This design comes from an exercise in tuning for small area on the open sky130 flow, not from production work. The RTL was checked by simulation tests, not by an equivalence proof against the original design. The flow treats the clock pin as an ideal source, which a real chip does not have. No activity file was given, so power comes from the tool's default toggle rates.

## decode_stage_reg
module decode_stage_reg #(
  parameter int DATA_W = 32,
  parameter int CNT_W  = 16
) (
  input  logic              clk,
  input  logic              reset,
  input  logic [31:0]       instr_d,
  input  logic [DATA_W-1:0] pc_plus_4_d,
  input  logic              valid_d,
  input  logic              stall_d,
  input  logic              flush_e,
  input  logic              branch_ne_d,
  input  logic              reg_we_w,
  input  logic [4:0]        reg_write_addr_w,
  input  logic [DATA_W-1:0] reg_write_data_w,
  input  logic [DATA_W-1:0] alu_result_m,
  input  logic [1:0]        forward_a_d,
  input  logic [1:0]        forward_b_d,
  output logic              branch_cond_d,
  output logic [DATA_W-1:0] pc_branch_d,
  output logic [DATA_W-1:0] reg_data_1_e,
  output logic [DATA_W-1:0] reg_data_2_e,
  output logic [4:0]        rs_e,
  output logic [4:0]        rt_e,
  output logic [4:0]        rd_e,
  output logic [DATA_W-1:0] imm_e,
  output logic [DATA_W-1:0] shamt_e,
  output logic [DATA_W-1:0] pc_plus_4_e,
  output logic              valid_e,
  output logic [CNT_W-1:0]  bubble_count
);
  logic [4:0] w_rs, w_rt;
  assign w_rs = instr_d[25:21];
  assign w_rt = instr_d[20:16];
  logic [31:1]       r_wr;             
  logic [31:1][DATA_W-1:0] r_mem;     
  logic [31:1]       w_wdec;           
  always_comb begin
    for (int i = 1; i < 32; i++) begin
      w_wdec[i] = reg_we_w & (reg_write_addr_w == i[4:0]);
    end
  end
  always_ff @(posedge clk or posedge reset) begin
    if (reset) r_wr <= '0;
  ...
Size: ~2800 cells after synthesis, roughly 1200 flip-flops, ~370 I/O pins, roughly 46000 um^2 of cells after synthesis.
==> flow/config.mk <==
export PLATFORM = sky130hd
export DESIGN_NAME = decode_stage_reg
export DESIGN_NICKNAME = decode_stage_reg
export VERILOG_FILES = /design/flow/design.v
export SDC_FILE = /design/flow/constraint.sdc
export NUM_CORES = 4
export LEC_CHECK = 0
export CAP_MARGIN = 20
export CORE_MARGIN = 2
export CORE_UTILIZATION = 75
export SLEW_MARGIN = 20
==> flow/constraint.sdc <==
create_clock -name core_clock -period 12.0 [get_ports {clk}]
set_input_delay 2.4000 -clock core_clock [delete_from_list [all_inputs] [get_ports {clk}]]
set_output_delay 2.4000 -clock core_clock [all_outputs]
set_load 0.01 [all_outputs]
standard.sh (not shown) runs the stock make flow with config.mk's settings and CLKGATE_MAP_FILE= SYNTH_SCRIPT=/design/flow/synth_recipe.tcl, a recipe that flattens the netlist after the stock synthesis.
==> flow/flow/run.sh <==
#!/bin/bash
# Own layout flow: the standard ORFS flow (standard.sh) with
#  - the register-file read slice (decode_stage_reg_rfbit) mapped by hand
#    to cells (flow/rfbit_cells.v, swapped in by flow/rfbit.tcl),
#  - an area-oriented ABC script for the rest of the combinational logic and
#    full adders only from extract_fa (registers are mapped by the unchanged
#    dfflibmap step, so they keep the standard synthesis's names and cells),
#  - the smallest buffer on each port, and one tie cell for all the constant
#    outputs (shamt_e[31:5]) instead of one each,
#  - clock tree synthesis with sink clusters of up to 16 flip-flops, clkbuf_8
#    buffers and no dummy loads,
#  - after clock tree synthesis, gates enlarged by the repair steps that now
#    drive a single buffer set back to size 1 (flow/downsize.tcl).
# make's full output goes to flow_make.log here; ORFS keeps each step's log
# under orfs/logs.
set -euo pipefail
W=$PWD
rm -rf "$W/scripts_local"
cp -r "$FLOW_HOME/scripts" "$W/scripts_local"
cp "$W/flow/abc_area.script" "$W/scripts_local/abc_area.script"
sed -i 's/^  extract_fa {\*}\[dont_use_extract_fa_args\]$/  extract_fa -fa/' "$W/scripts_local/synth.tcl"
grep -q '^  extract_fa -fa$' "$W/scripts_local/synth.tcl"
bash standard.sh \
  SCRIPTS_DIR="$W/scripts_local" \
  SYNTH_CANONICALIZE_TCL="$W/flow/rfbit.tcl" \
  ABC_AREA=1 \
  SKIP_REPAIR_TIE_FANOUT=1 \
  POST_CTS_TCL="$W/flow/downsize.tcl" \
  "BUFFER_PORTS_ARGS=-buffer_cell sky130_fd_sc_hd__buf_1" \
  "CTS_ARGS=-sink_clustering_enable -repair_clock_nets -dont_use_dummy_load -sink_clustering_size 16 -sink_clustering_max_diameter 60 -buf_list {sky130_fd_sc_hd__clkbuf_8}" \
  finish > "$W/flow_make.log" 2>&1
==> flow/flow/downsize.tcl <==
# Sourced after clock tree synthesis (POST_CTS_TCL): gates that the repair
# steps enlarged but that now drive a single buffer are set back to their
# smallest size; the buffer carries the load. Flip-flops, buffers,
# inverters of the clock tree and tie cells are left alone.
set downsized 0
set saved 0.0
foreach inst [get_cells *] {
  set ref [get_property $inst ref_name]
  if {![regexp {^(sky130_fd_sc_hd__[a-z0-9]+)_([0-9]+)$} $ref -> base size]} { continue }
  if {$size <= 1} { continue }
  if {[regexp {__(buf|clkbuf|clkinv|clkdly|dly|df|edf|sdf|dl|conb|tap|fill|decap|diode)} $base]} { continue }
  set small [get_lib_cells -quiet */${base}_1]
  if {[llength $small] == 0} { continue }
  set outs [get_pins -of_objects $inst -filter "direction==output"]
  if {[llength $outs] != 1} { continue }
  set net [get_nets -of_objects $outs]
  if {[llength [get_ports -quiet -of_objects $net]] != 0} { continue }
  set loads [get_pins -of_objects $net -filter "direction==input"]
  if {[llength $loads] != 1} { continue }
  set lref [get_property [get_cells -of_objects $loads] ref_name]
  if {![regexp {__(buf|clkbuf)_[0-9]+$} $lref]} { continue }
  set before [get_property [get_lib_cells */$ref] area]
  replace_cell $inst [lindex $small 0]
  set saved [expr {$saved + $before - [get_property [lindex $small 0] area]}]
  incr downsized
}
puts "downsize.tcl: $downsized gates set back to size 1, [format %.1f $saved] um2"
Other scripts of this flow, unchanged in this note and not shown: flow/flow/abc_area.script, flow/flow/rfbit.tcl, flow/flow/rfbit_cells.v
Then changed:
--- a/flow/flow/run.sh
+++ b/flow/flow/run.sh
@@ -6,10 +6,8 @@
 #    full adders only from extract_fa (registers are mapped by the unchanged
 #    dfflibmap step, so they keep the standard synthesis's names and cells),
-#  - the smallest buffer on each port, and one tie cell for all the constant
-#    outputs (shamt_e[31:5]) instead of one each,
+#  - the smallest buffer on each port,
 #  - clock tree synthesis with sink clusters of up to 16 flip-flops, clkbuf_8
-#    buffers and no dummy loads,
-#  - after clock tree synthesis, gates enlarged by the repair steps that now
-#    drive a single buffer set back to size 1 (flow/downsize.tcl).
+#    buffers and
+#    no dummy loads.
 # make's full output goes to flow_make.log here; ORFS keeps each step's log
 # under orfs/logs.
@@ -25,6 +23,4 @@
   SYNTH_CANONICALIZE_TCL="$W/flow/rfbit.tcl" \
   ABC_AREA=1 \
-  SKIP_REPAIR_TIE_FANOUT=1 \
-  POST_CTS_TCL="$W/flow/downsize.tcl" \
   "BUFFER_PORTS_ARGS=-buffer_cell sky130_fd_sc_hd__buf_1" \
   "CTS_ARGS=-sink_clustering_enable -repair_clock_nets -dont_use_dummy_load -sink_clustering_size 16 -sink_clustering_max_diameter 60 -buf_list {sky130_fd_sc_hd__clkbuf_8}" \
- CORE_UTILIZATION: 75 -> 65
removed: flow/flow/downsize.tcl
Wire length increases by 2.9%. Final area is higher by 1.2%. Total power rises by 0.44%. Fmax shrinks by about 1.2%. Via count is lower by 1.2%. Die area increases by about 15%. Worst setup slack is worse by 140 ps.
Then changed:
--- a/flow/flow/run.sh
+++ b/flow/flow/run.sh
@@ -6,8 +6,8 @@
 #    full adders only from extract_fa (registers are mapped by the unchanged
 #    dfflibmap step, so they keep the standard synthesis's names and cells),
-#  - the smallest buffer on each port,
+#  - the smallest buffer on each port, and one tie cell for all the constant
+#    outputs (shamt_e[31:5]) instead of one each,
 #  - clock tree synthesis with sink clusters of up to 16 flip-flops, clkbuf_8
-#    buffers and
-#    no dummy loads.
+#    buffers and no dummy loads.
 # make's full output goes to flow_make.log here; ORFS keeps each step's log
 # under orfs/logs.
@@ -23,4 +23,5 @@
   SYNTH_CANONICALIZE_TCL="$W/flow/rfbit.tcl" \
   ABC_AREA=1 \
+  SKIP_REPAIR_TIE_FANOUT=1 \
   "BUFFER_PORTS_ARGS=-buffer_cell sky130_fd_sc_hd__buf_1" \
   "CTS_ARGS=-sink_clustering_enable -repair_clock_nets -dont_use_dummy_load -sink_clustering_size 16 -sink_clustering_max_diameter 60 -buf_list {sky130_fd_sc_hd__clkbuf_8}" \
- CORE_UTILIZATION: 65 -> 75
What happened: The new run passed the timing, design-rule and antenna checks. Power hardly moves. Area after synthesis stays the same. Routed wire length decreases by 2.8%. Non-clock buffer count decreases by 6. Global-route usage increases by 6.1 points. Cell count decreases by 4.1%. Setup slack gains 48 ps.

==> port drivers added, routing unchanged <==
No port has a modelled driver above. Below, the same layouts with a new extraction and two added sets of constraints. Step 1 sets driving cells, clkbuf_16 on the clock port and buf_2 on the other inputs (assumed; they add their load-dependent delay and slew). Step 2 moves the port delays by t, midway between the first and last clock arrival at a register: inputs arrive t later, outputs are due t later. That takes back most of the time a late clock gives input paths. a / b / c = no drivers / after step 1 / after step 2; a / b = the first two.
run | t (ns) | setup WS [ns] | worst slew at a driven data input, ns
the first run | 0.763 | 0.826 / 0.758 / 0.758 | 0.15
the second run | 0.779 | 0.686 / 0.610 / 0.610 | 0.08
the third run | 0.774 | 0.734 / 0.657 / 0.657 | 0.15
After both steps setup and hold are still met in every run listed. The setup slack of the third run, which loses most, moves by -0.077 ns with the drivers and by -0.077 ns with both steps.
